This design comes from an exercise in tuning for small area on the open sky130 flow, not from production work. Only simulation tests tie the RTL to the original design; equivalence was not proved.

**design/flow/run.sh**
```bash
#!/bin/bash
# synth_recipe.tcl (not shown) runs the flow's synth.tcl, then flattens the netlist and writes it again
# the make line also repeats each setting of config.mk as NAME=value (left out here)
make -C /OpenROAD-flow-scripts/flow DESIGN_CONFIG=/design/flow/config.mk WORK_HOME=/design/flow/orfs CLKGATE_MAP_FILE= SYNTH_SCRIPT=/design/flow/synth_recipe.tcl finish
```
**design/flow/config.mk**
```make
export PLATFORM = sky130hd
export DESIGN_NAME = sp_noise_removal
export DESIGN_NICKNAME = sp_noise_removal
export VERILOG_FILES = /design/flow/design.v
export SDC_FILE = /design/flow/constraint.sdc
export NUM_CORES = 4
export LEC_CHECK = 0
export ABC_AREA = 1
export CAP_MARGIN = 20
export CORE_MARGIN = 2
export CORE_UTILIZATION = 40
export CTS_BUF_LIST = sky130_fd_sc_hd__clkbuf_4
export CTS_CLUSTER_SIZE = 30
export GPL_TIMING_DRIVEN = 0
export SLEW_MARGIN = 20
```
**design/flow/constraint.sdc**
```tcl
create_clock -name core_clock -period 6.0 [get_ports {clk}]
set_input_delay 1.2000 -clock core_clock [delete_from_list [all_inputs] [get_ports {clk}]]
set_output_delay 1.2000 -clock core_clock [all_outputs]
set_load 0.01 [all_outputs]
```
**design/flow/design.v**
```verilog
`default_nettype none
package sp_pixel_pkg;
    localparam int PIX_W   = 12;
    localparam int PIX_MAX = (1 << PIX_W) - 1;   
    localparam int WIN_N   = 5;
    localparam int WIN_MID = WIN_N / 2;   
    typedef logic [PIX_W-1:0] pixel_t;
    typedef union packed {
        logic [WIN_N*PIX_W-1:0] flat;
        pixel_t [0:WIN_N-1]     pix;
    } column_t;
    localparam int QUANT       = 68;
    localparam int QUANT_SHIFT = 4;
endpackage
`default_nettype wire
`default_nettype none
package sp_ctrl_pkg;
    typedef enum logic [1:0] {
        IDLE = 2'd0,   
        FILL = 2'd1,   
        RUN  = 2'd2    
    } win_state_t;
    localparam int CALC_LAT = 4;
    localparam int TOP_LAT = CALC_LAT + 1;
endpackage
`default_nettype wire
`timescale 1ns/1ps
`default_nettype none
module sp_noise_removal
#(
    parameter int SIGMA = 160
) (
    input  logic        clk,
    input  logic        rst_n,
    input  logic        en_i,
    input  logic [59:0] col_i,
    input  logic        border_pass_i,
    output logic [11:0] data_o,
    output logic        en_o
);
    localparam int THRESH = (SIGMA * 68) >> 4;   
    localparam logic [11:0] LO_LIM = 12'(THRESH);          
    localparam logic [11:0] HI_LIM = 12'(4095 - THRESH);   
    logic [11:0] r0, r1, r2, r3, r4;
    assign r0 = col_i[59:48];
    assign r1 = col_i[47:36];
    assign r2 = col_i[35:24];
    assign r3 = col_i[23:12];
    assign r4 = col_i[11:0];
    logic [11:0] p0_1, p0_2, p0_3, p0_4, p0_5;
    logic [11:0] p1_1, p1_2, p1_3, p1_4;
    logic [11:0] p2_1, p2_2, p2_3, p2_4, p2_5;
    logic [11:0] p3_1, p3_2, p3_3, p3_4;
    logic [11:0] p4_1, p4_2, p4_3, p4_4, p4_5;
    always_ff @(posedge clk) begin
        p0_1 <= r0; p0_2 <= p0_1; p0_3 <= p0_2; p0_4 <= p0_3; p0_5 <= p0_4;
        p1_1 <= r1; p1_2 <= p1_1; p1_3 <= p1_2; p1_4 <= p1_3;
        p2_1 <= r2; p2_2 <= p2_1; p2_3 <= p2_2; p2_4 <= p2_3; p2_5 <= p2_4;
        p3_1 <= r3; p3_2 <= p3_1; p3_3 <= p3_2; p3_4 <= p3_3;
        p4_1 <= r4; p4_2 <= p4_1; p4_3 <= p4_2; p4_4 <= p4_3; p4_5 <= p4_4;
    end
    function automatic logic [11:0] absd(input logic [11:0] a, input logic [11:0] b);
        logic [11:0] p, g, pp, gg, c;
        logic        gt;
        p = ~(a ^ b);
        g = a & ~b;
        pp = p;
        gg = g;
        for (int l = 0; l < 4; l++) begin
            for (int i = 0; i < 12; i++) begin
                if ((i >> l) & 1) begin
                    gg[i] = gg[i] | (pp[i] & gg[((i >> l) << l) - 1]);
                    pp[i] = pp[i] & pp[((i >> l) << l) - 1];
                end
            end
        end
        gt = gg[11];
        c[0] = gt;
        for (int i = 1; i < 12; i++) c[i] = gg[i-1] | (pp[i-1] & gt);
        absd = p ^ c ^ {12{~gt}};
    endfunction
    function automatic logic [12:0] gsum(input logic [11:0] x, input logic [11:0] y);
        gsum = {1'b0, x} + {1'b0, y};
    endfunction
    function automatic logic [11:0] intp4(input logic [11:0] oa, input logic [11:0] ob,
                                          input logic [11:0] ia, input logic [11:0] ib);
        logic [10:0] x, y, z, w;
        logic [11:0] s1, c1, s2, c2;
        logic [12:0] t;
        x = oa[11:1];
        y = ob[11:1];
        z = ia[11:1];
        w = ib[11:1];
        s1 = {1'b0, x ^ y ^ z};
        c1 = {(x & y) | (x & z) | (y & z), 1'b0};
        s2 = s1 ^ c1 ^ {1'b0, w};
        c2 = {(s1[10:0] & c1[10:0]) | (s1[10:0] & w) | (c1[10:0] & w), 1'b0};
        t = {1'b0, s2} + {1'b0, c2} + {12'd0, oa[0] | ob[0]} + {12'd0, ia[0] | ib[0]} + 13'd1;
        intp4 = t[12:1];
    endfunction
    logic [12:0] g_h, g_v, g_d, g_z;
    assign g_h = gsum(absd(r2,   p2_4), absd(p2_1, p2_3));
    assign g_v = gsum(absd(p0_2, p4_2), absd(p1_2, p3_2));
    assign g_d = gsum(absd(r0,   p4_4), absd(p1_1, p3_3));
    assign g_z = gsum(absd(p0_4, r4  ), absd(p1_3, p3_1));
    logic lt_vh, lt_dh, lt_zh, lt_dv, lt_zv, lt_zd;
    assign lt_vh = g_v < g_h;
    assign lt_dh = g_d < g_h;
    assign lt_zh = g_z < g_h;
    assign lt_dv = g_d < g_v;
    assign lt_zv = g_z < g_v;
    assign lt_zd = g_z < g_d;
    logic [1:0] dir;   
    always_comb begin
        if (lt_zh && lt_zv && lt_zd)       dir = 2'd3;
        else if (lt_dh && lt_dv)           dir = 2'd2;
        else if (lt_vh)                    dir = 2'd1;
        else                               dir = 2'd0;
    end
    logic [1:0] dir_q;
    logic       border_q;
    always_ff @(posedge clk) begin
        dir_q    <= dir;
        border_q <= border_pass_i;
    end
    logic [11:0] oa, ob, ia, ib;
    always_comb begin
        case (dir_q)
            2'd0:    begin oa = p2_1; ob = p2_5; ia = p2_2; ib = p2_4; end
            2'd1:    begin oa = p0_3; ob = p4_3; ia = p1_3; ib = p3_3; end
            2'd2:    begin oa = p0_1; ob = p4_5; ia = p1_2; ib = p3_4; end
            default: begin oa = p0_5; ob = p4_1; ia = p1_4; ib = p3_2; end
        endcase
    end
    logic [11:0] intp;
    assign intp = intp4(oa, ob, ia, ib);
    logic replace;
    assign replace = !border_q &&
                     (((p2_3 == 12'd0)   && (intp > LO_LIM)) ||
                      ((p2_3 == 12'hfff) && (intp < HI_LIM)));
    always_ff @(posedge clk) begin
        data_o <= replace ? intp : p2_3;
    end
    logic [2:0] run_q;
    logic       full;
    logic       v1_q;
    assign full = run_q[2];
    always_ff @(posedge clk or negedge rst_n) begin
        if (!rst_n) begin
            run_q <= '0;
            v1_q  <= 1'b0;
            en_o  <= 1'b0;
        end else begin
            run_q <= !en_i ? 3'd0 : (full ? run_q : run_q + 3'd1);
            v1_q  <= en_i && full;
            en_o  <= v1_q;
        end
    end
endmodule
`default_nettype wire
```
==> flow_summary_export.csv, run 1 <==
group,metric,value,unit
detailed_routing,dr.max_layer_used,"met4",
die,start_util,0.406,
global_route,gr-total-overflow,0,
synth,syn_inst,2160,
detailed_routing,drtAntennaViolNets,0,
final_layout,drive_above_1_share,0.0813,
synth,synth-xor-area-share,0.0937,
synth,synthAdderAreaFrac,0.194,
clock_tree,tritoncts,"built",
final_layout,multiInputGateArea,10200,um^2
setup_path,start_kind,"primary input",
sta,fin_worst_skew,0.0570,ns
synth,yosys.area.top_type,"dfxtp_1",
synth,netlist_area,17500,um^2
setup_path,crit_path_end_kind,"flip-flop",
global_route,grt_pass1_wl,79900,um
synth,synth_seq_cells,296,
die,die-height,213,um
final_layout,final_cells,2959,
synth,synth_cell_types,54,
synth,yosys_warnings,1,
sta,fmax,175,MHz
detailed_routing,first_pass_iters,6,
min_path,hold_class,"flip-flop to flip-flop",
synth,synth-edff-count,0,
detailed_routing,wl,53000,um
setup_path,cp.arrival,6.36,ns
synth,muxShareOfSynthArea,0,
detailed_routing,drc_errors,0,
detailed_routing,met1_length,24900,um
synth,synth.top_cell.area_share,0.332,
clock_tree,cts-root-buf,"clkbuf_4",
clock_tree,cts-htree-levels,3,
setup_path,crit_type,"primary input to flip-flop",
die,die-area,45500,um^2
setup_path,r2r_setup_slack,0.59,ns
synth,synth_flop_cell,"dfxtp_1",
synth,ys_seq_area_frac,0.339,
clock_tree,clock_path_buffers,3,
detailed_routing,routed_via_density,4.99,
sta,min_period,5.70,ns
setup_path,cpPeakStageDelay,0.57,ns
run_status,status,"finished clean",
detailed_routing,routed-via-count,14768,
global_route,grt_max_degree,14,
place,io_buffers,76,
setup_path,cp_common_cell,"nand2_1",
synth,synth_top_family_by_area,"adder cells",
setup_path,cpMaxStageDelayCell,"clkdlybuf4s50_1",
clock_tree,cts_num_sinks,296,
clock_tree,clk_pin_slew,0.06,ns
synth,synth_area_leaders,"dfxtp_1 (33%), ha_1 (16%), nand2_1 (8.3%)",
global_route,grt.total_usage,0.235,
sta,slew_viol_final,0,
detailed_routing,avgRoutedWirePerCell,17.9,um
final_layout,fillers,4291,
synth,syn_nets,2481,
final_layout,regArea,5950,um^2
clock_tree,ctsHoldBuffers,0,
setup_path,cpLargestDelayFamily,"compound AO/OA/AOI/OAI gates",
die,fp.dieW,213,um
detailed_routing,drt_iter0_markers,939,
place,hpwlAfterDp,43700,um
setup_path,reg2reg_depth,29,
setup_path,crit_buf_inv,2,
setup_path,worstPathRequired,6.66,ns
min_path,hold_depth,0,
global_route,grt_pass1_vias,14420,
sta,hold_viol,0,
detailed_routing,wl_met2,23700,um
synth,synth_compound_gate_area_share,0.125,
sta,setup_violations,0,
setup_path,worstPathMaxFanout,10,
die,ios,77,
detailed_routing,met3_length,2540,um
die,rows,76,
sta,slew_headroom,0.372,
place,gp_congestion,0.916,
run,max_cap_violations,0,
synth,syn_area_per_cell,8.12,um^2
sta,layout_worst_path_cycle_share,0.950,
place,dp.cells,2821,
final_layout,syn_to_final_growth,15.5,%
global_route,antenna_found_initial,3,
clock_tree,numCtsBuffers,77,
final_layout,final_nets,2645,
synth,synthSimpleGateAreaFrac,0.159,
setup_path,critical_path_depth,27,
clock_tree,clock_latency,0.75,ns
die,core_area,43200,um^2
sta,tightest_slew,0.939,ns
synth,ys_async_sr_fraction,0.0169,
## per-layer routing
metal,vias to the layer above,GRT usage
met3,78,0.0353
li1,7410,-
met1,6876,0.317
met4,0,0.0869
met5,-,0
met2,404,0.380
## synth_stat cells (2+ instances only)
| master | n |
|---|---|
| a221oi_1 | 3 |
| o2111ai_1 | 2 |
| nand3b_1 | 6 |
| dfrtp_1 | 5 |
| ha_1 | 231 |
| buf_4 | 5 |
| nand2_2 | 6 |
| nand2_4 | 2 |
| inv_1 | 358 |
| nor2_2 | 2 |
| nand2_1 | 387 |
| o31ai_1 | 6 |
| o22ai_1 | 6 |
| o21bai_1 | 18 |
| o21ai_1 | 5 |
| o211ai_1 | 13 |
| a21o_1 | 24 |
| buf_6 | 5 |
| o21ai_0 | 127 |
| dfxtp_1 | 291 |
| fa_1 | 26 |
| a211oi_1 | 6 |
| a31oi_1 | 6 |
| buf_2 | 2 |
| o21ai_2 | 2 |
| nand3_2 | 5 |
| a31o_2 | 3 |
| and3_1 | 4 |
| nor4_1 | 2 |
| clkbuf_1 | 21 |
| a21oi_2 | 5 |
| nor2_4 | 2 |
| a21boi_0 | 2 |
| xor2_1 | 141 |
| nor3_1 | 24 |
| nand4_1 | 22 |
| nand3_1 | 118 |
| xnor2_1 | 44 |
| nor2_1 | 58 |
| a21oi_1 | 151 |
## stage by stage
stage                     hold WS, ns   util  TNS [ns]  worst slack, ns  instance area [um^2]
after floorplan                 0.326      -         0            0.668                 17500
after global placement          0.333  0.441     -1.59           -0.798                 19000
after detailed placement        0.336  0.441     -1.75           -0.877                 19000
after CTS                       0.316  0.463         0           0.0199                 20000
after global routing            0.328  0.469   -0.0505          -0.0417                 20300
final                           0.329  0.469         0            0.298                 20300
## layout by cell type, fill, tap and decap left out, drive strengths merged, types with 13 or more instances in the layout
cell / count
a21o: 24
nor2: 62
a21oi: 157
clkbuf: 125
xor2: 141
clkdlybuf4s50: 76
xnor2: 44
clkinv: 17
o21bai: 18
o211ai: 13
ha: 231
fa: 26
inv: 363
nor3: 24
dfxtp: 291
nand2: 396
nand4: 23
o21ai: 134
buf: 22
nand3: 123
## layout make-up
| cell class | instances | area share |
|---|---|---|
| Multi-Input combinational cell | 1470 | 0.506 |
| Buffer | 34 | 0.00958 |
| Clock inverter | 24 | 0.00846 |
| Antenna cell | 1 | 0.000124 |
| Tap cell | 585 | 0.0361 |
| Sequential cell | 296 | 0.294 |
| Clock buffer | 104 | 0.0386 |
| Timing Repair Buffer | 85 | 0.0409 |
| Inverter | 360 | 0.0669 |
## final timing paths
kind	startpoint	endpoint
min in group asynchronous	rst_n	v1_q
worst min-delay path	p3_3[11]	p3_4[11]
worst max register to register	p2_3[4]	dir_q[0]
worst min register to register	p3_3[11]	p3_4[11]
worst max-delay path	col_i[49]	dir_q[0]
max in group asynchronous	rst_n	en_o
## kinds of logic after synthesis
family	count (synthesis)
buffers and inverters	394
AOI/OAI and AO/OA	385
xor gates and xnor gates	186
adders and majority gates	257
DFF	296
and+or+nand+nor	642
## repair_timing
| item | 4_1_cts | 5_1_grt |
|---|---|---|
| pin swaps | 0 | 10 |
| endpoints found under the setup margin | 2 | 2 |
| gates resized for setup | 2 | 32 |
| setup buffers | 0 | 9 |
==> inputs of run 2 (changes only) <==
--- a/design/flow/config.mk
+++ b/design/flow/config.mk
@@ -9,7 +9,5 @@
 export CAP_MARGIN = 20
 export CORE_MARGIN = 2
 export CORE_UTILIZATION = 40
-export CTS_BUF_LIST = sky130_fd_sc_hd__clkbuf_4
-export CTS_CLUSTER_SIZE = 30
 export GPL_TIMING_DRIVEN = 0
 export SLEW_MARGIN = 20
==> run 2 against run 1 <==
Compared with the run above: non-clock buffer count up 6; register-to-register slack better by 0.09 ns; critical path depth up 1; final area up 1.2%; die area unchanged; final cell count down 2.3%; count of clock-buffer cells in the layout down 64; clock skew down 0.047 ns; synthesized cell count unchanged.
==> flow_summary_export.csv, run 2 <==
group,metric,value,unit
global_route,grt_max_degree,16,
place,place_worst_setup_slack,-0.877,ns
run,max_cap_violations,0,
place,io_buffers,76,
run_status,status,"finished clean",
clock_tree,ctsHoldBuffers,0,
setup_path,crit_buf_inv,3,
sta,fin_worst_skew,0.0101,ns
detailed_routing,routed-via-count,14435,
sta,setup_slack,0.317,ns
detailed_routing,met1_length,24900,um
sta,fmax,176,MHz
setup_path,cpMaxStageDelayCell,"clkdlybuf4s50_1",
synth,synth.top_cell.area_share,0.332,
synth,syn_area_per_cell,8.12,um^2
sta,min_period,5.68,ns
synth,synth-edff-count,0,
sta,timing.hold.ws,0.346,ns
clock_tree,cts-root-buf,"clkbuf_16",
global_route,gr-total-overflow,0,
clock_tree,clk_pin_slew,0.06,ns
clock_tree,clock_path_buffers,3,
final_layout,syn_to_final_growth,16.8,%
detailed_routing,routed_via_density,4.99,
setup_path,worstPathMaxFanout,10,
setup_path,cp_common_cell,"nand2_1",
sta,setup_violations,0,
synth,netlist_top_cells_count,"nand2_1 (387), inv_1 (358), dfxtp_1 (291)",
setup_path,start_kind,"primary input",
die,fp.dieW,213,um
detailed_routing,wl_met2,23600,um
synth,yosys_warnings,1,
detailed_routing,drc_errors,0,
detailed_routing,drtAntennaViolNets,0,
synth,synth_area_leaders,"dfxtp_1 (33%), ha_1 (16%), nand2_1 (8.3%)",
die,die-height,213,um
clock_tree,clock_latency,0.57,ns
final_layout,final_common_cell,"nand2_1",
die,core_area,43200,um^2
synth,synth_flop_cell,"dfxtp_1",
detailed_routing,first_pass_iters,5,
setup_path,crit_path_end_kind,"flip-flop",
synth,ys_async_sr_fraction,0.0169,
sta,layout_worst_path_cycle_share,0.947,
detailed_routing,drt_iter0_markers,972,
place,gp_congestion,0.916,
sta,tightest_slew,0.945,ns
final_layout,diodes,0,
synth,synth_cell_types,54,
synth,syn_inst,2160,
place,dpl_cell_area,19000,um^2
min_path,hold_class,"flip-flop to flip-flop",
synth,ys_seq_area_frac,0.339,
sta,hold_viol,0,
final_layout,stdcell_area,20500,um^2
global_route,grt_pass1_wl,79400,um
setup_path,crit_type,"primary input to flip-flop",
synth,yosys.area.top_type,"dfxtp_1",
clock_tree,cts-htree-levels,1,
final_layout,drive_above_1_share,0.0668,
setup_path,cpLargestDelayFamily,"compound AO/OA/AOI/OAI gates",
detailed_routing,wl,52700,um
die,ios,77,
sta,slew_headroom,0.365,
global_route,antenna_found_initial,2,
detailed_routing,dr.max_layer_used,"met4",
synth,synth_seq_cells,296,
synth,yosysMostFrequentCell,"nand2_1",
place,hpwlAfterDp,43700,um
die,start_util,0.406,
setup_path,worstPathRequired,6.47,ns
final_layout,final_nets,2604,
clock_tree,cts_num_sinks,296,
setup_path,cp.arrival,6.15,ns
detailed_routing,avgRoutedWirePerCell,18.2,um
clock_tree,tritoncts,"built",
detailed_routing,met3_length,2400,um
global_route,grt_pass1_vias,14011,
clock_tree,numCtsBuffers,30,
final_layout,layout_common_cells,"nand2_1 (387), inv_1 (358), dfxtp_1 (291)",
global_route,grt.total_usage,0.232,
synth,netlist_area,17500,um^2
sta,slew_viol_final,0,
synth,syn_nets,2481,
setup_path,cpPeakStageDelay,0.51,ns
die,rows,76,
die,die-area,45500,um^2
==> run 2: cell counts after synthesis <==
No cell type changed its count.
==> run 2: logic make-up after synthesis <==
logic type,Yosys count,synth area share
simple gates,642,0.159
flops,296,0.339
xor+xnor,186,0.0937
compound gates,385,0.125
fa+ha+maj,257,0.194
buf+inv,394,0.0878
==> run 2: what timing repair did <==
item / 4_1_cts / 5_1_grt
setup buffers: 0 / 15
pin swaps: 0 / 22
resized for setup: 9 / 50
endpoints found under the setup margin: 2 / 2
==> run 2: final cells by class <==
type                       instances  area [um^2]
multi-input combinational       1470        10400
fill                            4242        22700
tap                              585          732
clock inverter                    16          150
inverter                         360         1350
buffer                            34          198
sequential                       296         5950
clock buffer                      40          850
timing repair buffer              91          876
==> run 2: worst paths after layout <==
path	startpoint	to	slack, ns	cells after the start
worst max register to register	dir_q[1]	data_o[7]	0.68	29
max in group asynchronous	rst_n	run_q[2]	4.97	1
min in group asynchronous	rst_n	v1_q	0.84	1
worst min register to register	p3_3[4]	p3_4[4]	0.35	0
worst min-delay path	p3_3[4]	p3_4[4]	0.35	0
worst max-delay path	col_i[50]	dir_q[0]	0.32	28
==> run 2: worst register-to-register path, delay by kind of cell, from the launching register on <==
kind                     cells  cell delay [ns]
flip-flops                   1             0.43
adder cells (fa/ha/maj)      4             1.52
buffers and inverters        4             0.97
AO/OA/AOI/OAI                1             0.06
AND/OR/NAND/NOR             20             2.27
==> run 2: through the flow <==
stage                     utilization  std cells  TNS (ns)
final                           0.475       2892         0
after global routing            0.475       2892    -0.172
after CTS                       0.465       2877         0
after detailed placement        0.441       2821     -1.75
after global placement          0.441       2821     -1.59
after floorplan                     -       2160         0
==> run 2: layer usage <==
| layer | up-vias | global-route usage |
|---|---|---|
| met5 | - | 0 |
| met4 | 0 | 0.0730 |
| met1 | 6704 | 0.321 |
| li1 | 7281 | - |
| met3 | 85 | 0.0233 |
| met2 | 365 | 0.381 |
==> inputs of run 3 (changes only) <==
--- a/design/flow/design.v
+++ b/design/flow/design.v
@@ -49,21 +49,24 @@
     assign r4 = col_i[11:0];
     logic [11:0] p0_1, p0_2, p0_3, p0_4, p0_5;
     logic [11:0] p1_1, p1_2, p1_3, p1_4;
-    logic [11:0] p2_1, p2_2, p2_3, p2_4, p2_5;
-    logic [11:0] p3_1, p3_2, p3_3, p3_4;
-    logic [11:0] p4_1, p4_2, p4_3, p4_4, p4_5;
+    logic [11:0] p2_1, p2_2, p2_3, n2_4, n2_5;
+    logic [11:0] n3_1, n3_2, n3_3, n3_4;
+    logic [11:0] n4_1, n4_2, n4_3, n4_4, n4_5;
+    logic [11:0] nr4, n2_3;
+    assign nr4  = ~r4;
+    assign n2_3 = ~p2_3;
     always_ff @(posedge clk) begin
-        p0_1 <= r0; p0_2 <= p0_1; p0_3 <= p0_2; p0_4 <= p0_3; p0_5 <= p0_4;
-        p1_1 <= r1; p1_2 <= p1_1; p1_3 <= p1_2; p1_4 <= p1_3;
-        p2_1 <= r2; p2_2 <= p2_1; p2_3 <= p2_2; p2_4 <= p2_3; p2_5 <= p2_4;
-        p3_1 <= r3; p3_2 <= p3_1; p3_3 <= p3_2; p3_4 <= p3_3;
-        p4_1 <= r4; p4_2 <= p4_1; p4_3 <= p4_2; p4_4 <= p4_3; p4_5 <= p4_4;
+        p0_1 <= r0;  p0_2 <= p0_1; p0_3 <= p0_2; p0_4 <= p0_3; p0_5 <= p0_4;
+        p1_1 <= r1;  p1_2 <= p1_1; p1_3 <= p1_2; p1_4 <= p1_3;
+        p2_1 <= r2;  p2_2 <= p2_1; p2_3 <= p2_2; n2_4 <= n2_3; n2_5 <= n2_4;
+        n3_1 <= ~r3; n3_2 <= n3_1; n3_3 <= n3_2; n3_4 <= n3_3;
+        n4_1 <= nr4; n4_2 <= n4_1; n4_3 <= n4_2; n4_4 <= n4_3; n4_5 <= n4_4;
     end
-    function automatic logic [11:0] absd(input logic [11:0] a, input logic [11:0] b);
+    function automatic logic [11:0] absd(input logic [11:0] a, input logic [11:0] nb);
         logic [11:0] p, g, pp, gg, c;
         logic        gt;
-        p = ~(a ^ b);
-        g = a & ~b;
+        p = a ^ nb;
+        g = a & nb;
         pp = p;
         gg = g;
         for (int l = 0; l < 4; l++) begin
@@ -99,10 +102,10 @@
         intp4 = t[12:1];
     endfunction
     logic [12:0] g_h, g_v, g_d, g_z;
-    assign g_h = gsum(absd(r2,   p2_4), absd(p2_1, p2_3));
-    assign g_v = gsum(absd(p0_2, p4_2), absd(p1_2, p3_2));
-    assign g_d = gsum(absd(r0,   p4_4), absd(p1_1, p3_3));
-    assign g_z = gsum(absd(p0_4, r4  ), absd(p1_3, p3_1));
+    assign g_h = gsum(absd(r2,   n2_4), absd(p2_1, n2_3));
+    assign g_v = gsum(absd(p0_2, n4_2), absd(p1_2, n3_2));
+    assign g_d = gsum(absd(r0,   n4_4), absd(p1_1, n3_3));
+    assign g_z = gsum(absd(p0_4, nr4 ), absd(p1_3, n3_1));
     logic lt_vh, lt_dh, lt_zh, lt_dv, lt_zv, lt_zd;
     assign lt_vh = g_v < g_h;
     assign lt_dh = g_d < g_h;
@@ -126,10 +129,10 @@
     logic [11:0] oa, ob, ia, ib;
     always_comb begin
         case (dir_q)
-            2'd0:    begin oa = p2_1; ob = p2_5; ia = p2_2; ib = p2_4; end
-            2'd1:    begin oa = p0_3; ob = p4_3; ia = p1_3; ib = p3_3; end
-            2'd2:    begin oa = p0_1; ob = p4_5; ia = p1_2; ib = p3_4; end
-            default: begin oa = p0_5; ob = p4_1; ia = p1_4; ib = p3_2; end
+            2'd0:    begin oa = p2_1; ob = ~n2_5; ia = p2_2; ib = ~n2_4; end
+            2'd1:    begin oa = p0_3; ob = ~n4_3; ia = p1_3; ib = ~n3_3; end
+            2'd2:    begin oa = p0_1; ob = ~n4_5; ia = p1_2; ib = ~n3_4; end
+            default: begin oa = p0_5; ob = ~n4_1; ia = p1_4; ib = ~n3_2; end
         endcase
     end
     logic [11:0] intp;
--- a/design/flow/config.mk
+++ b/design/flow/config.mk
@@ -9,5 +9,7 @@
 export CAP_MARGIN = 20
 export CORE_MARGIN = 2
 export CORE_UTILIZATION = 40
+export CTS_BUF_LIST = sky130_fd_sc_hd__clkbuf_2 sky130_fd_sc_hd__clkbuf_4
+export CTS_CLUSTER_SIZE = 20
 export GPL_TIMING_DRIVEN = 0
 export SLEW_MARGIN = 20
==> run 3 against run 2 <==
Compared with the run above: sequential share of layout area rose by 0.51 points; hold slack got worse by 0.032 ns; wire length is 0.97% lower; highest routed layer unchanged.
==> flow_summary_export.csv, run 3 <==
group,metric,value,unit
run_status,status,"finished clean",
die,die-height,212,um
setup_path,cpPeakStageDelay,0.45,ns
setup_path,cp.arrival,6.39,ns
detailed_routing,drc_errors,0,
final_layout,regArea,5950,um^2
sta,layout_worst_path_cycle_share,0.945,
final_layout,fillers,4286,
synth,ys_seq_area_frac,0.342,
detailed_routing,routed-via-count,14748,
synth,synthSimpleGateAreaFrac,0.172,
detailed_routing,drtAntennaViolNets,0,
die,fp.dieW,212,um
final_layout,final_common_cell,"nand2_1",
final_layout,syn_to_final_growth,15.9,%
place,dpl_cell_area,18900,um^2
die,ios,77,
synth,synth_flop_cell,"dfxtp_1",
synth,netlist_top_cells_count,"nand2_1 (394), dfxtp_1 (291), inv_1 (289)",
sta,hold_viol,0,
setup_path,worstPathMaxFanout,5,
sta,setup_violations,0,
detailed_routing,drt_iter0_markers,812,
final_layout,multiInputGateArea,10400,um^2
sta,tightest_slew,0.659,ns
clock_tree,clock_latency,0.81,ns
sta,rsz0062_at_grt,"false",
detailed_routing,wl,52100,um
sta,slew_viol_final,0,
synth,synth.top_cell.area_share,0.335,
clock_tree,ctsHoldBuffers,0,
die,die-area,45100,um^2
setup_path,crit_path_end_kind,"flip-flop",
clock_tree,cts-htree-levels,3,
clock_tree,cts-root-buf,"clkbuf_4",
synth,yosys_warnings,1,
global_route,gr-total-overflow,0,
synth,synth_area_leaders,"dfxtp_1 (34%), ha_1 (17%), nand2_1 (8.5%)",
global_route,grt_pass1_vias,14256,
synth,syn_inst,2113,
die,rows,76,
synth,synth_compound_gate_area_share,0.129,
clock_tree,tritoncts,"built",
sta,min_period,5.67,ns
synth,synth-xor-area-share,0.0875,
global_route,grt.total_usage,0.232,
synth,synth_seq_cells,296,
setup_path,cp-startpoint,"col_i[4]",
sta,final.setup.tns,0,ns
clock_tree,numCtsBuffers,76,
sta,fin_worst_skew,0.0503,ns
detailed_routing,avgRoutedWirePerCell,17.9,um
place,io_buffers,76,
global_route,antenna_found_initial,1,
synth,synth-edff-count,0,
die,core_area,43000,um^2
synth,syn_area_per_cell,8.22,um^2
detailed_routing,first_pass_iters,5,
setup_path,crit_buf_inv,5,
place,hpwlAfterDp,43200,um
final_layout,stdcell_area,20100,um^2
min_path,hold_start,"p0_2[5]",
setup_path,cpMaxStageDelayCell,"clkdlybuf4s50_1",
setup_path,worstPathRequired,6.72,ns
clock_tree,cts_num_sinks,296,
min_path,hold_class,"flip-flop to flip-flop",
final_layout,layout_common_cells,"nand2_1 (394), dfxtp_1 (291), inv_1 (289)",
synth,yosys.area.top_type,"dfxtp_1",
setup_path,cpLargestDelayFamily,"simple AND/OR/NAND/NOR gates",
sta,slew_headroom,0.559,
synth,netlist_area,17400,um^2
setup_path,start_kind,"primary input",
synth,muxShareOfSynthArea,0,
synth,ys_async_sr_fraction,0.0169,
setup_path,r2r-start,"dir_q[0]",
synth,syn_nets,2434,
final_layout,final_nets,2599,
sta,fmax,176,MHz
clock_tree,clock_path_buffers,3,
synth,synth_cell_types,54,
clock_tree,clk_pin_slew,0.06,ns
global_route,grt_max_degree,13,
setup_path,crit_type,"primary input to flip-flop",
global_route,grt_pass1_wl,78100,um
synth,yosysMostFrequentCell,"nand2_1",
setup_path,cp_common_cell,"nand2_1",
run,max_cap_violations,0,
synth,synthAdderAreaFrac,0.196,
die,start_util,0.404,
detailed_routing,routed_via_density,5.05,
final_layout,drive_above_1_share,0.0899,
place,gp_congestion,0.910,
synth,synth_top_family_by_area,"adder cells",
## run 3: cell type report
| class | count | area share |
|---|---|---|
| Antenna cell | 1 | 0.000124 |
| Buffer | 34 | 0.00907 |
| Clock buffer | 94 | 0.0350 |
| Clock inverter | 41 | 0.0120 |
| Inverter | 291 | 0.0542 |
| Multi-Input combinational cell | 1492 | 0.516 |
| Sequential cell | 296 | 0.295 |
| Tap cell | 585 | 0.0363 |
| Timing Repair Buffer | 87 | 0.0420 |
## run 3: worst reg2reg max path: stages, from the launching register on
cell     delay, ns
dfxtp_1       0.57
inv_2         0.13
nand2_1       0.18
buf_1         0.49
o22ai_1       0.30
o31ai_1       0.26
inv_1         0.09
fa_1          0.53
fa_1          0.42
ha_1          0.29
ha_1          0.35
a21oi_1       0.29
nand2_1       0.17
nand2_1       0.09
nand2_1       0.06
xor2_1        0.24
inv_1         0.14
nor3_1        0.24
nand3_1       0.11
nand4_2       0.10
nand2_4       0.07
buf_4         0.17
nand3_1       0.09
nand2_1       0.07
## run 3: what timing repair did
action / in CTS / in global routing
hold endpoints to repair: 0 / 0
resized for setup: 3 / 40
cloned: 0 / 0
pin swaps: 0 / 10
buffers inserted: 0 / 11
setup endpoints to repair: 2 / 2
## run 3: routing by layer
metal,vias to the layer above,wire length [um],track usage
met5,-,0,0
met1,6807,23400,0.304
met2,453,23500,0.375
li1,7389,-,-
met3,99,2900,0.0356
met4,0,2300,0.111
## run 3: cell families after synthesis
logic type	Yosys count
xor gates and xnor gates	172
AOI/OAI and AO/OA	374
adders and majority gates	257
and+or+nand+nor	689
buffers and inverters	325
DFF	296
## run 3: stage by stage
stage | worst slack (ns) | hold slack [ns] | util | cells
after floorplan | 0.669 | 0.331 | - | 2113
after global placement | -0.801 | 0.334 | 0.439 | 2774
after detailed placement | -0.910 | 0.337 | 0.439 | 2774
after CTS | 0.00124 | 0.314 | 0.462 | 2909
after global routing | 0.000883 | 0.323 | 0.469 | 2921
final | 0.327 | 0.314 | 0.469 | 2921
## run 3: final timing paths
| check | endpoint | slack [ns] | cells after the start |
|---|---|---|---|
| max reg2reg | data_o[10] | 0.44 | 23 |
| min | p0_3[5] | 0.31 | 0 |
| max in group asynchronous | v1_q | 5.17 | 1 |
| max | dir_q[1] | 0.33 | 29 |
| min reg2reg | p0_3[5] | 0.31 | 0 |
| min in group asynchronous | run_q[0] | 0.64 | 1 |
==> inputs of run 4 (changes only) <==
--- a/design/flow/config.mk
+++ b/design/flow/config.mk
@@ -9,7 +9,7 @@
 export CAP_MARGIN = 20
 export CORE_MARGIN = 2
 export CORE_UTILIZATION = 40
-export CTS_BUF_LIST = sky130_fd_sc_hd__clkbuf_2 sky130_fd_sc_hd__clkbuf_4
-export CTS_CLUSTER_SIZE = 20
+export CTS_BUF_LIST = sky130_fd_sc_hd__clkbuf_4
+export CTS_CLUSTER_SIZE = 30
 export GPL_TIMING_DRIVEN = 0
 export SLEW_MARGIN = 20
==> run 4 against run 3 <==
Compared with the run above: maximum frequency unchanged; sequential cell count unchanged; via count unchanged; final area is the same; synthesized cell count unchanged; largest cell class unchanged.
==> flow_summary_export.csv, run 4 <==
group,metric,value,unit
run_status,status,"finished clean",
detailed_routing,drc_errors,0,
sta,fin_worst_skew,0.0503,ns
synth,synth_top_family_by_area,"adder cells",
synth,synth_compound_gate_area_share,0.129,
synth,synthAdderAreaFrac,0.196,
clock_tree,numCtsBuffers,76,
global_route,grt_max_degree,13,
detailed_routing,first_pass_iters,5,
setup_path,reg2reg_depth,23,
sta,setup_violations,0,
synth,muxShareOfSynthArea,0,
sta,tightest_slew,0.659,ns
global_route,grt.total_usage,0.232,
die,start_util,0.404,
sta,min_period,5.67,ns
synth,syn_inst,2113,
place,io_buffers,76,
setup_path,crit_path_end_kind,"flip-flop",
place,place_worst_setup_slack,-0.910,ns
clock_tree,clock_path_buffers,3,
final_layout,layout_common_cells,"nand2_1 (394), dfxtp_1 (291), inv_1 (289)",
sta,layout_worst_path_cycle_share,0.945,
global_route,grt_use_met2,0.375,
synth,yosys.area.top_type,"dfxtp_1",
die,core_area,43000,um^2
setup_path,cpPeakStageDelay,0.45,ns
final_layout,final_nets,2599,
run,max_cap_violations,0,
detailed_routing,avgRoutedWirePerCell,17.9,um
place,gp_congestion,0.910,
clock_tree,cts_num_sinks,296,
synth,ys_seq_area_frac,0.342,
place,hpwlAfterDp,43200,um
die,rows,76,
global_route,grt_pass1_wl,78100,um
final_layout,fillers,4286,
setup_path,cp.arrival,6.39,ns
detailed_routing,drt_iter0_markers,812,
synth,synth_cell_types,54,
clock_tree,clock_latency,0.81,ns
sta,rsz0062_at_grt,"false",
synth,synth_area_leaders,"dfxtp_1 (34%), ha_1 (17%), nand2_1 (8.5%)",
final_layout,drive_above_1_share,0.0899,
synth,syn_nets,2434,
setup_path,cp_common_cell,"nand2_1",
synth,syn_area_per_cell,8.22,um^2
sta,hold_viol,0,
global_route,grt_pass1_vias,14256,
final_layout,fin_util,0.469,
detailed_routing,drtAntennaViolNets,0,
sta,setup_slack,0.327,ns
global_route,busiest_layer,"met2",
synth,synth_flop_cell,"dfxtp_1",
setup_path,worstPathRequired,6.72,ns
global_route,gr-total-overflow,0,
global_route,antenna_found_initial,1,
sta,final.setup.tns,0,ns
sta,slew_viol_final,0,
sta,fmax,176,MHz
synth,yosys_warnings,1,
setup_path,cpMaxStageDelayCell,"clkdlybuf4s50_1",
final_layout,final_common_cell,"nand2_1",
clock_tree,clk_pin_slew,0.06,ns
synth,netlist_top_cells_count,"nand2_1 (394), dfxtp_1 (291), inv_1 (289)",
die,die-area,45100,um^2
min_path,hold_class,"flip-flop to flip-flop",
synth,synth-xor-area-share,0.0875,
clock_tree,ctsHoldBuffers,0,
clock_tree,cts-root-buf,"clkbuf_4",
synth,ys_async_sr_fraction,0.0169,
detailed_routing,routed_via_density,5.05,
synth,synth-edff-count,0,
detailed_routing,routed-via-count,14748,
setup_path,worstPathMaxFanout,5,
sta,slew_headroom,0.559,
synth,synthSimpleGateAreaFrac,0.172,
final_layout,final_cells,2921,
synth,synth_seq_cells,296,
global_route,met1_usage,0.304,
min_path,hold_depth,0,
synth,synth.top_cell.area_share,0.335,
die,fp.dieW,212,um
setup_path,start_kind,"primary input",
clock_tree,tritoncts,"built",
global_route,use_met3,0.0356,
die,ios,77,
place,dp.cells,2774,
setup_path,crit_type,"primary input to flip-flop",
synth,yosysMostFrequentCell,"nand2_1",
clock_tree,cts-htree-levels,3,
detailed_routing,wl,52100,um
synth,netlist_area,17400,um^2
die,die-height,212,um
final_layout,syn_to_final_growth,15.9,%
## run 4: cell counts in the layout (fill, tap and decap cells not counted)
Identical to the previous run, type by type.
## run 4: routing by layer
| layer | wire length, um | vias to the layer above |
|---|---|---|
| li1 | - | 7389 |
| met1 | 23400 | 6807 |
| met2 | 23500 | 453 |
| met3 | 2900 | 99 |
| met4 | 2300 | 0 |
| met5 | 0 | - |
## run 4: timing repair
action	4_1_cts	5_1_grt
endpoints found under the hold margin	0	0
pin swaps	0	10
resized for setup	3	40
endpoints found under the setup margin	2	2
setup buffers	0	11
## run 4: cell type report
type | instances | area, um^2 | share of cell area
inverter | 291 | 1090 | 0.0542
clock inverter | 41 | 241 | 0.0120
multi-input combinational | 1492 | 10400 | 0.516
buffer | 34 | 183 | 0.00907
tap | 585 | 732 | 0.0363
clock buffer | 94 | 706 | 0.0350
timing repair buffer | 87 | 846 | 0.0420
sequential | 296 | 5950 | 0.295
antenna | 1 | 2.50 | 0.000124
## run 4: through the flow
step | cell area, um^2 | hold slack, ns
global route | 20100 | 0.323
CTS | 19800 | 0.314
floorplan | 17400 | 0.331
detailed placement | 18900 | 0.337
global placement | 18900 | 0.334
finish | 20100 | 0.314
## run 4: path summary, 6_finish.rpt
kind / start / to / slack, ns
setup / recovery: col_i[4] / dir_q[1] / 0.33
hold / removal: p0_2[5] / p0_3[5] / 0.31
setup reg to reg: dir_q[0] / data_o[10] / 0.44
hold reg to reg: p0_2[5] / p0_3[5] / 0.31
max in group asynchronous: rst_n / v1_q / 5.17
min in group asynchronous: rst_n / run_q[0] / 0.64
## run 4: worst max-delay path, delay by kind of cell
kind	cells	cell delay (ns)
XOR/XNOR	3	0.91
AO/OA/AOI/OAI	5	1.06
AND/OR/NAND/NOR	13	1.51
buffers and inverters	5	0.75
adder cells (fa/ha/maj)	3	0.95
## run 4: cell families after synthesis
| logic type | count (synthesis) |
|---|---|
| compound gates | 374 |
| xor+xnor | 172 |
| fa+ha+maj | 257 |
| buf+inv | 325 |
| flops | 296 |
| simple gates | 689 |
==> inputs of run 5 (changes only) <==
--- a/design/flow/config.mk
+++ b/design/flow/config.mk
@@ -8,7 +8,7 @@
 export ABC_AREA = 1
 export CAP_MARGIN = 20
 export CORE_MARGIN = 2
-export CORE_UTILIZATION = 40
+export CORE_UTILIZATION = 60
 export CTS_BUF_LIST = sky130_fd_sc_hd__clkbuf_4
 export CTS_CLUSTER_SIZE = 30
 export GPL_TIMING_DRIVEN = 0
==> run 5 against run 4 <==
Compared with the run above: sequential share of layout area grew 0.33 points; non-clock buffer count fell by 5; maximum frequency shrank 0.34%; critical path depth unchanged; first-iteration DRC count is 40% higher; synthesized cell count unchanged; global-route usage is 10 points higher.
==> flow_summary_export.csv, run 5 <==
group,metric,value,unit
final_layout,drive_above_1_share,0.0918,
final_layout,fillers,2382,
synth,yosys_warnings,1,
global_route,grt_max_degree,11,
sta,tightest_slew,0.674,ns
setup_path,worstPathRequired,6.70,ns
synth,synth_area_leaders,"dfxtp_1 (34%), ha_1 (17%), nand2_1 (8.5%)",
clock_tree,cts-htree-levels,3,
setup_path,cpMaxStageDelayCell,"clkdlybuf4s50_1",
die,ios,77,
final_layout,stdcell_area,19900,um^2
clock_tree,clk_pin_slew,0.07,ns
die,fp.dieW,174,um
clock_tree,cts_num_sinks,296,
sta,final.setup.tns,0,ns
min_path,hold_depth,0,
sta,slew_headroom,0.551,
setup_path,reg2reg_depth,25,
min_path,hold_class,"flip-flop to flip-flop",
clock_tree,cts-root-buf,"clkbuf_4",
final_layout,regArea,5950,um^2
run_status,status,"finished clean",
clock_tree,tritoncts,"built",
final_layout,layout_common_cells,"nand2_1 (393), dfxtp_1 (291), inv_1 (289)",
detailed_routing,drt_iter0_markers,1139,
synth,ys_seq_area_frac,0.342,
die,core_area,28600,um^2
global_route,grt_pass1_vias,14641,
sta,fmax,176,MHz
synth,syn_area_per_cell,8.22,um^2
clock_tree,numCtsBuffers,76,
global_route,grt_pass1_wl,78500,um
global_route,grt.total_usage,0.337,
sta,hold_viol,0,
sta,min_period,5.69,ns
synth,yosys.area.top_type,"dfxtp_1",
setup_path,worstPathMaxFanout,5,
final_layout,syn_to_final_growth,14.6,%
setup_path,cpPeakStageDelay,0.45,ns
final_layout,final_nets,2594,
detailed_routing,drtAntennaViolNets,0,
synth,synth_cell_types,54,
place,hpwlAfterDp,41500,um
setup_path,start_kind,"primary input",
final_layout,final_common_cell,"nand2_1",
place,gp_congestion,0.963,
sta,setup_violations,0,
sta,timing.hold.ws,0.299,ns
synth,synth_flop_cell,"dfxtp_1",
clock_tree,clock_latency,0.76,ns
synth,yosysMostFrequentCell,"nand2_1",
die,die-area,30300,um^2
final_layout,multiInputGateArea,10400,um^2
synth,ys_async_sr_fraction,0.0169,
synth,synth.top_cell.area_share,0.335,
sta,layout_worst_path_cycle_share,0.949,
die,rows,62,
sta,fin_worst_skew,0.0951,ns
detailed_routing,wl,50900,um
setup_path,crit_type,"primary input to flip-flop",
detailed_routing,routed-via-count,14851,
place,io_buffers,76,
setup_path,r2r_setup_slack,0.41,ns
die,start_util,0.607,
synth,syn_inst,2113,
synth,netlist_area,17400,um^2
detailed_routing,first_pass_iters,6,
synth,synth_seq_cells,296,
detailed_routing,routed_via_density,5.47,
setup_path,crit_path_end_kind,"flip-flop",
die,die-height,174,um
run,max_cap_violations,0,
setup_path,cp_common_cell,"nand2_1",
detailed_routing,drc_errors,0,
sta,slew_viol_final,0,
global_route,antenna_found_initial,1,
clock_tree,clock_path_buffers,3,
synth,netlist_top_cells_count,"nand2_1 (394), dfxtp_1 (291), inv_1 (289)",
detailed_routing,avgRoutedWirePerCell,18.7,um
setup_path,cp.arrival,6.39,ns
place,dpl_cell_area,18600,um^2
global_route,gr-total-overflow,0,
synth,syn_nets,2434,
synth,synth-edff-count,0,
==> run 5: cell count changes in the layout (fill, tap and decap cells not counted), moves of 3 or more <==
cell      before  now
buf_4         13    8
clkinv_2      11    8
clkbuf_4      94  109
clkinv_1      24   16
xor2_2        15   12
==> run 5: worst max-delay path: cells and delay by family <==
kind	cells	cell delay (ns)
AND/OR/NAND/NOR	13	1.39
adder cells (fa/ha/maj)	3	1.01
buffers and inverters	5	0.82
XOR/XNOR	3	0.83
AO/OA/AOI/OAI	5	1.14
==> run 5: area by class of cell <==
| type | count | area share |
|---|---|---|
| Antenna cell | 1 | 0.000126 |
| Buffer | 34 | 0.00911 |
| Clock buffer | 108 | 0.0407 |
| Clock inverter | 29 | 0.0114 |
| Inverter | 291 | 0.0549 |
| Multi-Input combinational cell | 1492 | 0.520 |
| Sequential cell | 296 | 0.299 |
| Tap cell | 384 | 0.0241 |
| Timing Repair Buffer | 82 | 0.0405 |
==> run 5: cell families (layout without fill, tap and decap cells) <==
kind of cell,count (synthesis),count (layout),share of synthesized area
flops,296,296,0.342
fa+ha+maj,257,257,0.196
other cells,0,1,0
simple gates,689,689,0.172
xor+xnor,172,172,0.0875
compound gates,374,374,0.129
buf+inv,325,544,0.0728
==> run 5: routing by layer <==
layer | track usage | part of all wire | up-vias
li1 | - | - | 7383
met1 | 0.435 | 0.44 | 6849
met2 | 0.550 | 0.45 | 498
met3 | 0.0529 | 0.058 | 121
met4 | 0.162 | 0.048 | 0
met5 | 0 | 0 | -
==> run 5: metrics by stage <==
step,setup WS [ns],util,std cells
floorplan,0.669,-,2113
detailed placement,-0.716,0.650,2573
finish,0.308,0.696,2717
CTS,0.0594,0.687,2710
global placement,-0.683,0.650,2573
global route,-0.0365,0.696,2717
==> run 5: worst paths after layout <==
check	start	endpoint
max in group asynchronous	rst_n	run_q[1]
hold reg to reg	n4_3[0]	n4_4[0]
min in group asynchronous	rst_n	v1_q
setup / recovery	col_i[4]	dir_q[1]
hold / removal	n4_3[0]	n4_4[0]
setup reg to reg	dir_q[0]	data_o[1]
==> run 5: timing repair <==
item | CTS | global route
resized for setup | 0 | 42
hold buffers | 0 | 0
endpoints found under the setup margin | 0 | 12
setup buffers | 0 | 6
endpoints found under the hold margin | 0 | 0
==> inputs of run 6 (changes only) <==
==> design/flow/flow/run.sh (new file) <==
#!/bin/bash
# The standard layout, except that ports are buffered with buf_1 instead of
# the default port buffer. Synthesis and every other step are the standard flow's.
set -euo pipefail
bash standard.sh BUFFER_PORTS_ARGS="-buffer_cell sky130_fd_sc_hd__buf_1" finish > standard_flow.log 2>&1
==> design/flow/standard.sh (new file) <==
#!/bin/bash
# synth_recipe.tcl (not shown) runs the flow's synth.tcl, then flattens the netlist and writes it again
# the make line also repeats each setting of config.mk as NAME=value (left out here)
make -C /OpenROAD-flow-scripts/flow DESIGN_CONFIG=/design/flow/config.mk WORK_HOME=/design/flow/orfs CLKGATE_MAP_FILE= SYNTH_SCRIPT=/design/flow/synth_recipe.tcl "${@:-finish}"
--- a/design/flow/config.mk
+++ b/design/flow/config.mk
@@ -8,7 +8,7 @@
 export ABC_AREA = 1
 export CAP_MARGIN = 20
 export CORE_MARGIN = 2
-export CORE_UTILIZATION = 60
+export CORE_UTILIZATION = 40
 export CTS_BUF_LIST = sky130_fd_sc_hd__clkbuf_4
 export CTS_CLUSTER_SIZE = 30
 export GPL_TIMING_DRIVEN = 0
removed: design/flow/run.sh
==> run 6 against run 5 <==
Compared with the run above: global-route usage fell by 10 points; die area rose by 49%; setup slack improved by 0.13 ns; clock skew fell by 0.043 ns; register-to-register slack improved by 0.09 ns; hold slack got worse by 0.033 ns; first-iteration DRC count fell by 17%; synthesized cell count did not move; critical path depth fell by 2; sequential share of layout area rose by 0.61 points; critical path type unchanged; critical endpoint is now dir_q[0].
==> flow_summary_export.csv, run 6 <==
group,metric,value,unit
synth,synth-edff-count,0,
setup_path,cp_common_cell,"nand2_1",
synth,ys_seq_area_frac,0.342,
global_route,grt_pass1_wl,79000,um
die,core_area,43000,um^2
sta,rsz0062_at_grt,"false",
sta,layout_worst_path_cycle_share,0.926,
synth,yosys_warnings,1,
setup_path,crit_buf_inv,4,
min_path,hold_class,"primary input to asynchronous set/reset pin",
synth,synth_area_leaders,"dfxtp_1 (34%), ha_1 (17%), nand2_1 (8.5%)",
detailed_routing,routed-via-count,14658,
die,start_util,0.404,
sta,slew_viol_final,0,
synth,synth.top_cell.area_share,0.335,
synth,syn_inst,2113,
detailed_routing,drtAntennaViolNets,0,
die,fp.dieW,212,um
synth,yosysMostFrequentCell,"nand2_1",
final_layout,fillers,4396,
run_status,status,"finished clean",
detailed_routing,met1_length,23600,um
sta,min_period,5.56,ns
clock_tree,cts-htree-levels,3,
synth,syn_nets,2434,
detailed_routing,drt_iter0_markers,945,
setup_path,critical_path_depth,27,
sta,tightest_slew,0.622,ns
setup_path,cpLargestDelayFamily,"compound AO/OA/AOI/OAI gates",
sta,fin_worst_skew,0.0524,ns
clock_tree,ctsHoldBuffers,0,
final_layout,layout_common_cells,"nand2_1 (394), dfxtp_1 (291), inv_1 (289)",
setup_path,cpMaxStageDelayCell,"xnor2_1",
setup_path,reg2reg_depth,28,
clock_tree,cts-root-buf,"clkbuf_4",
synth,netlist_area,17400,um^2
clock_tree,clock_path_buffers,3,
setup_path,worstPathMaxFanout,5,
global_route,gr-total-overflow,0,
final_layout,syn_to_final_growth,12.3,%
detailed_routing,routed_via_density,5.02,
global_route,grt_max_degree,12,
setup_path,cpPeakStageDelay,0.51,ns
sta,fmax,180,MHz
detailed_routing,wl_met2,23400,um
place,io_buffers,76,
detailed_routing,dr.max_layer_used,"met4",
die,die-area,45100,um^2
run,max_cap_violations,0,
detailed_routing,first_pass_iters,5,
detailed_routing,wl,51900,um
synth,synth_seq_cells,296,
global_route,grt_pass1_vias,14427,
setup_path,worstPathRequired,6.70,ns
synth,netlist_top_cells_count,"nand2_1 (394), dfxtp_1 (291), inv_1 (289)",
clock_tree,cts_num_sinks,296,
die,die-height,212,um
clock_tree,tritoncts,"built",
final_layout,final_nets,2589,
place,gp_congestion,0.915,
clock_tree,clock_latency,0.79,ns
sta,setup_violations,0,
setup_path,start_kind,"primary input",
final_layout,fin_util,0.454,
final_layout,drive_above_1_share,0.0789,
die,ios,77,
die,rows,76,
detailed_routing,drc_errors,0,
detailed_routing,met3_length,2920,um
place,hpwlAfterDp,43100,um
synth,ys_async_sr_fraction,0.0169,
setup_path,crit_path_end_kind,"flip-flop",
synth,yosys.area.top_type,"dfxtp_1",
clock_tree,numCtsBuffers,77,
detailed_routing,avgRoutedWirePerCell,17.8,um
synth,synth_cell_types,54,
clock_tree,clk_pin_slew,0.07,ns
synth,syn_area_per_cell,8.22,um^2
setup_path,crit_type,"primary input to flip-flop",
sta,final.setup.tns,0,ns
sta,slew_headroom,0.583,
final_layout,final_common_cell,"nand2_1",
sta,hold_viol,0,
global_route,antenna_found_initial,2,
synth,synth_flop_cell,"dfxtp_1",
setup_path,cp.arrival,6.25,ns
global_route,grt.total_usage,0.234,
==> run 6: changes by cell type in the layout (fill, tap and decap cells not counted), moves of 3 or more <==
| cell | change |
|---|---|
| buf_1 | +77 |
| clkdlybuf4s50_1 | -76 |
| xor2_1 | +11 |
| xor2_2 | -10 |
| xnor2_1 | +6 |
| xnor2_2 | -6 |
| buf_4 | -5 |
| o21ai_0 | +4 |
| a21oi_1 | +3 |
| a21oi_2 | -3 |
==> run 6: cell type report <==
| type | count | area [um^2] | area share |
|---|---|---|---|
| clock inverters | 32 | 270 | 0.0138 |
| diodes | 2 | 5.00 | 0.000256 |
| repair buffers | 76 | 285 | 0.0146 |
| plain buffers | 34 | 173 | 0.00885 |
| clock buffers | 110 | 826 | 0.0423 |
| inverters | 291 | 1090 | 0.0560 |
| flip-flops and latches | 296 | 5950 | 0.305 |
| multi-input cells | 1492 | 10200 | 0.522 |
| well taps | 585 | 732 | 0.0375 |
==> run 6: timing repair <==
item                       in CTS  in global routing
resized for setup               0                  5
buffers inserted                0                  0
setup endpoints to repair       0                  2
==> run 6: through the flow <==
step                      hold WS, ns  worst slack [ns]  instance area (um^2)  std cells
after detailed placement        0.340            -0.547                 18400       2774
after CTS                       0.178             0.275                 19500       2916
final                           0.266             0.443                 19500       2918
after global routing            0.214           0.00261                 19500       2918
after global placement          0.336            -0.492                 18400       2774
after floorplan                 0.331             0.669                 17400       2113
==> run 6: kinds of logic (layout without fill, tap and decap cells) <==
| logic type | Yosys count | in the layout | share of synthesized area |
|---|---|---|---|
| buf+inv | 325 | 543 | 0.0728 |
| flops | 296 | 296 | 0.342 |
| other cells | 0 | 2 | 0 |
| simple gates | 689 | 689 | 0.172 |
| compound gates | 374 | 374 | 0.129 |
| fa+ha+maj | 257 | 257 | 0.196 |
| xor+xnor | 172 | 172 | 0.0875 |
==> run 6: final timing paths <==
| kind | startpoint | endpoint | slack (ns) |
|---|---|---|---|
| setup / recovery | col_i[4] | dir_q[0] | 0.44 |
| hold / removal | rst_n | en_o | 0.27 |
| setup reg to reg | n2_4[4] | dir_q[0] | 0.50 |
| hold reg to reg | p0_3[11] | p0_4[11] | 0.32 |
| max in group asynchronous | rst_n | v1_q | 5.52 |
| min in group core_clock | p0_3[11] | p0_4[11] | 0.32 |
==> run 6: layer usage <==
layer / vias up / track usage
met5: - / 0
met4: 0 / 0.108
met3: 99 / 0.0377
met2: 425 / 0.378
met1: 6752 / 0.307
li1: 7382 / -
==> inputs of run 7 (changes only) <==
==> design/flow/flow/run.sh (replaced) <==
#!/bin/bash
# The standard layout, except that ports are buffered with buf_1 and the clock
# tree is built without dummy loads. Synthesis and every other step are the
# standard flow's.
set -euo pipefail
bash standard.sh BUFFER_PORTS_ARGS="-buffer_cell sky130_fd_sc_hd__buf_1" \
  CTS_ARGS="-sink_clustering_enable -repair_clock_nets -sink_clustering_size 30 -buf_list sky130_fd_sc_hd__clkbuf_8 -dont_use_dummy_load -sink_buffer_max_cap_derate 0.5" \
  finish > standard_flow.log 2>&1
==> run 7 against run 6 <==
Compared with the run above: global-route usage down 0.57 points; clock skew rose by 0.021 ns; sequential share of layout area is 0.45 points higher; area after synthesis is the same; utilization decreased by 0.66 points; register-to-register slack about the same; count of clock-buffer cells in the layout shrank 61; highest routed layer unchanged; sequential cell count is the same; hold slack improved by 0.054 ns.
==> flow_summary_export.csv, run 7 <==
group,metric,value,unit
global_route,grt_max_degree,14,
run_status,status,"finished clean",
sta,hold_viol,0,
final_layout,syn_to_final_growth,10.7,%
synth,synth_flop_cell,"dfxtp_1",
synth,yosysMostFrequentCell,"nand2_1",
min_path,hold_depth,0,
global_route,grt_pass1_wl,77500,um
synth,syn_area_per_cell,8.22,um^2
min_path,min_to,"p0_3[3]",
setup_path,reg2reg_depth,27,
detailed_routing,wl,51100,um
setup_path,crit_type,"primary input to flip-flop",
place,gp_congestion,0.915,
global_route,grt.total_usage,0.228,
sta,final.setup.tns,0,ns
final_layout,multiInputGateArea,10300,um^2
setup_path,start_kind,"primary input",
clock_tree,clock_latency,0.60,ns
synth,synth-edff-count,0,
sta,slew_headroom,0.568,
setup_path,cp.arrival,6.13,ns
setup_path,cpPeakStageDelay,0.37,ns
synth,netlist_area,17400,um^2
place,dp.cells,2774,
place,hpwlAfterDp,43100,um
synth,synth_seq_cells,296,
final_layout,regArea,5950,um^2
setup_path,crit_buf_inv,4,
setup_path,cpMaxStageDelayCell,"ha_2",
final_layout,final_nets,2567,
detailed_routing,drc_errors,0,
global_route,gr-total-overflow,0,
setup_path,cp_common_cell,"nand3_1",
synth,syn_nets,2434,
setup_path,worstPathMaxFanout,10,
detailed_routing,routed_via_density,5.09,
final_layout,final_cells,2831,
clock_tree,numCtsBuffers,49,
synth,yosys_warnings,1,
synth,synth_cell_types,54,
final_layout,layout_common_cells,"nand2_1 (393), dfxtp_1 (291), inv_1 (289)",
place,io_buffers,76,
die,die-height,212,um
die,ios,77,
sta,setup_violations,0,
setup_path,r2r_setup_slack,0.51,ns
clock_tree,clock_path_buffers,3,
final_layout,drive_above_1_share,0.0557,
clock_tree,clk_pin_slew,0.06,ns
synth,syn_inst,2113,
detailed_routing,first_pass_iters,7,
setup_path,worstPathRequired,6.45,ns
run,max_cap_violations,0,
die,start_util,0.404,
detailed_routing,routed-via-count,14396,
die,fp.dieW,212,um
sta,fmax,176,MHz
detailed_routing,drt_iter0_markers,916,
global_route,antenna_found_initial,0,
sta,fin_worst_skew,0.0729,ns
synth,ys_async_sr_fraction,0.0169,
setup_path,r2r-start,"dir_q[0]",
min_path,hold_class,"flip-flop to flip-flop",
global_route,grt_pass1_vias,14069,
die,core_area,43000,um^2
detailed_routing,avgRoutedWirePerCell,18.0,um
setup_path,crit_path_end_kind,"flip-flop",
clock_tree,tritoncts,"built",
sta,layout_worst_path_cycle_share,0.948,
final_layout,fillers,4384,
clock_tree,ctsHoldBuffers,0,
setup_path,cpLargestDelayFamily,"compound AO/OA/AOI/OAI gates",
synth,netlist_top_cells_count,"nand2_1 (394), dfxtp_1 (291), inv_1 (289)",
clock_tree,cts-root-buf,"clkbuf_8",
sta,min_period,5.69,ns
final_layout,final_common_cell,"nand2_1",
synth,ys_seq_area_frac,0.342,
synth,synth_area_leaders,"dfxtp_1 (34%), ha_1 (17%), nand2_1 (8.5%)",
die,die-area,45100,um^2
clock_tree,cts-htree-levels,2,
detailed_routing,drtAntennaViolNets,0,
clock_tree,cts_num_sinks,296,
sta,slew_viol_final,0,
die,rows,76,
min_path,hold_start,"p0_2[3]",
sta,tightest_slew,0.643,ns
setup_path,r2r-end,"data_o[9]",
synth,synth.top_cell.area_share,0.335,
synth,yosys.area.top_type,"dfxtp_1",
-- run 7: worst max path at each step --
stage	from	end	slack [ns]	cells past startpoint
2_1_floorplan	col_i[49]	dir_q[0]	0.67	30
3_3_place_gp	col_i[4]	dir_q[0]	-0.49	27
3_5_place_dp	col_i[4]	dir_q[0]	-0.55	27
4_1_cts	col_i[4]	dir_q[1]	0.04	27
5_1_grt	col_i[49]	dir_q[1]	-0.02	29
6_report	col_i[49]	dir_q[0]	0.31	30
-- run 7: layout make-up --
type / count / area share
Antenna cell: 2 / 0.000260
Buffer: 34 / 0.00911
Clock buffer: 49 / 0.0351
Inverter: 291 / 0.0568
Multi-Input combinational cell: 1492 / 0.534
Sequential cell: 296 / 0.309
Tap cell: 585 / 0.0381
Timing Repair Buffer: 82 / 0.0172
-- run 7: metrics by stage --
stage	utilization	setup slack (ns)	cell area, um^2	hold WS (ns)
finish	0.447	0.314	19200	0.321
global route	0.447	-0.0227	19200	0.333
CTS	0.444	0.0401	19100	0.329
detailed placement	0.428	-0.547	18400	0.340
global placement	0.428	-0.492	18400	0.336
floorplan	-	0.669	17400	0.331
-- run 7: logic make-up after synthesis --
kind of cell    count (synthesis)  share of synthesized area
buf+inv                       325                     0.0728
fa+ha+maj                     257                      0.196
xor+xnor                      172                     0.0875
compound gates                374                      0.129
flops                         296                      0.342
simple gates                  689                      0.172
-- run 7: what timing repair did --
item / 4_1_cts / 5_1_grt
resized for setup: 0 / 20
setup buffers: 0 / 6
hold endpoints to repair: 0 / 0
setup endpoints to repair: 0 / 2
-- run 7: layer usage --
layer / routed length [um] / global-route usage / vias up / share of wire
li1: - / - / 7255 / -
met1: 23500 / 0.305 / 6651 / 0.46
met2: 23300 / 0.377 / 402 / 0.46
met3: 2580 / 0.0307 / 88 / 0.050
met4: 1740 / 0.0837 / 0 / 0.034
met5: 0 / 0 / - / 0
-- run 7: worst reg2reg max path: stages, from the launching register on --
cell,delay [ns]
dfxtp_1,0.40
inv_2,0.14
nor2_4,0.07
inv_1,0.17
clkbuf_1,0.49
o22ai_1,0.30
o31ai_1,0.26
inv_1,0.09
fa_1,0.53
fa_1,0.42
ha_1,0.29
ha_1,0.35
a21oi_1,0.31
nand2_1,0.17
nand2_1,0.10
nand2_1,0.06
xor2_1,0.17
inv_1,0.12
nand3_1,0.10
nor2_1,0.17
nand3_1,0.09
nand3_1,0.09
nand3_2,0.08
nand2_4,0.10
nand2_4,0.06
buf_8,0.15
nand2_2,0.05
nand2_1,0.06

==> static timing again, ports no longer ideal <==
The flow's constraints put no driver on any port. The routed layouts listed below were extracted and timed again, unchanged, in two steps. Step 1 assumes that a clkbuf_16 drives the clock port and a buf_2 every other input. Step 2, shift: input delay + t, output delay - t, t = (earliest + latest rising clock arrival at the registers) / 2. This alone moves slack from input paths to output paths. a / b / c = no drivers / after step 1 / after step 2; a / b = the first two.
run | shift t [ns] | slack for setup (ns) | hold WS [ns] | worst register clock-pin slew, ns
run 1 | 0.776 | 0.298 / 0.330 / -0.446 | 0.329 / 0.329 / 0.329 | 0.08 / 0.08
run 2 | 0.619 | 0.317 / 0.349 / -0.270 | 0.346 / 0.346 / 0.346 | 0.07 / 0.07
run 3 | 0.833 | 0.327 / 0.352 / -0.480 | 0.314 / 0.314 / 0.314 | 0.09 / 0.09
run 4 | 0.833 | 0.327 / 0.352 / -0.480 | 0.314 / 0.314 / 0.314 | 0.09 / 0.09
run 5 | 0.766 | 0.308 / 0.328 / -0.439 | 0.299 / 0.299 / 0.299 | 0.08 / 0.08
run 6 | 0.815 | 0.443 / 0.471 / -0.344 | 0.266 / 0.237 / 0.323 | 0.07 / 0.07
run 7 | 0.611 | 0.314 / 0.342 / -0.269 | 0.321 / 0.321 / 0.321 | 0.07 / 0.07
With both steps, setup timing fails in every run listed, where it was met with ideal ports.
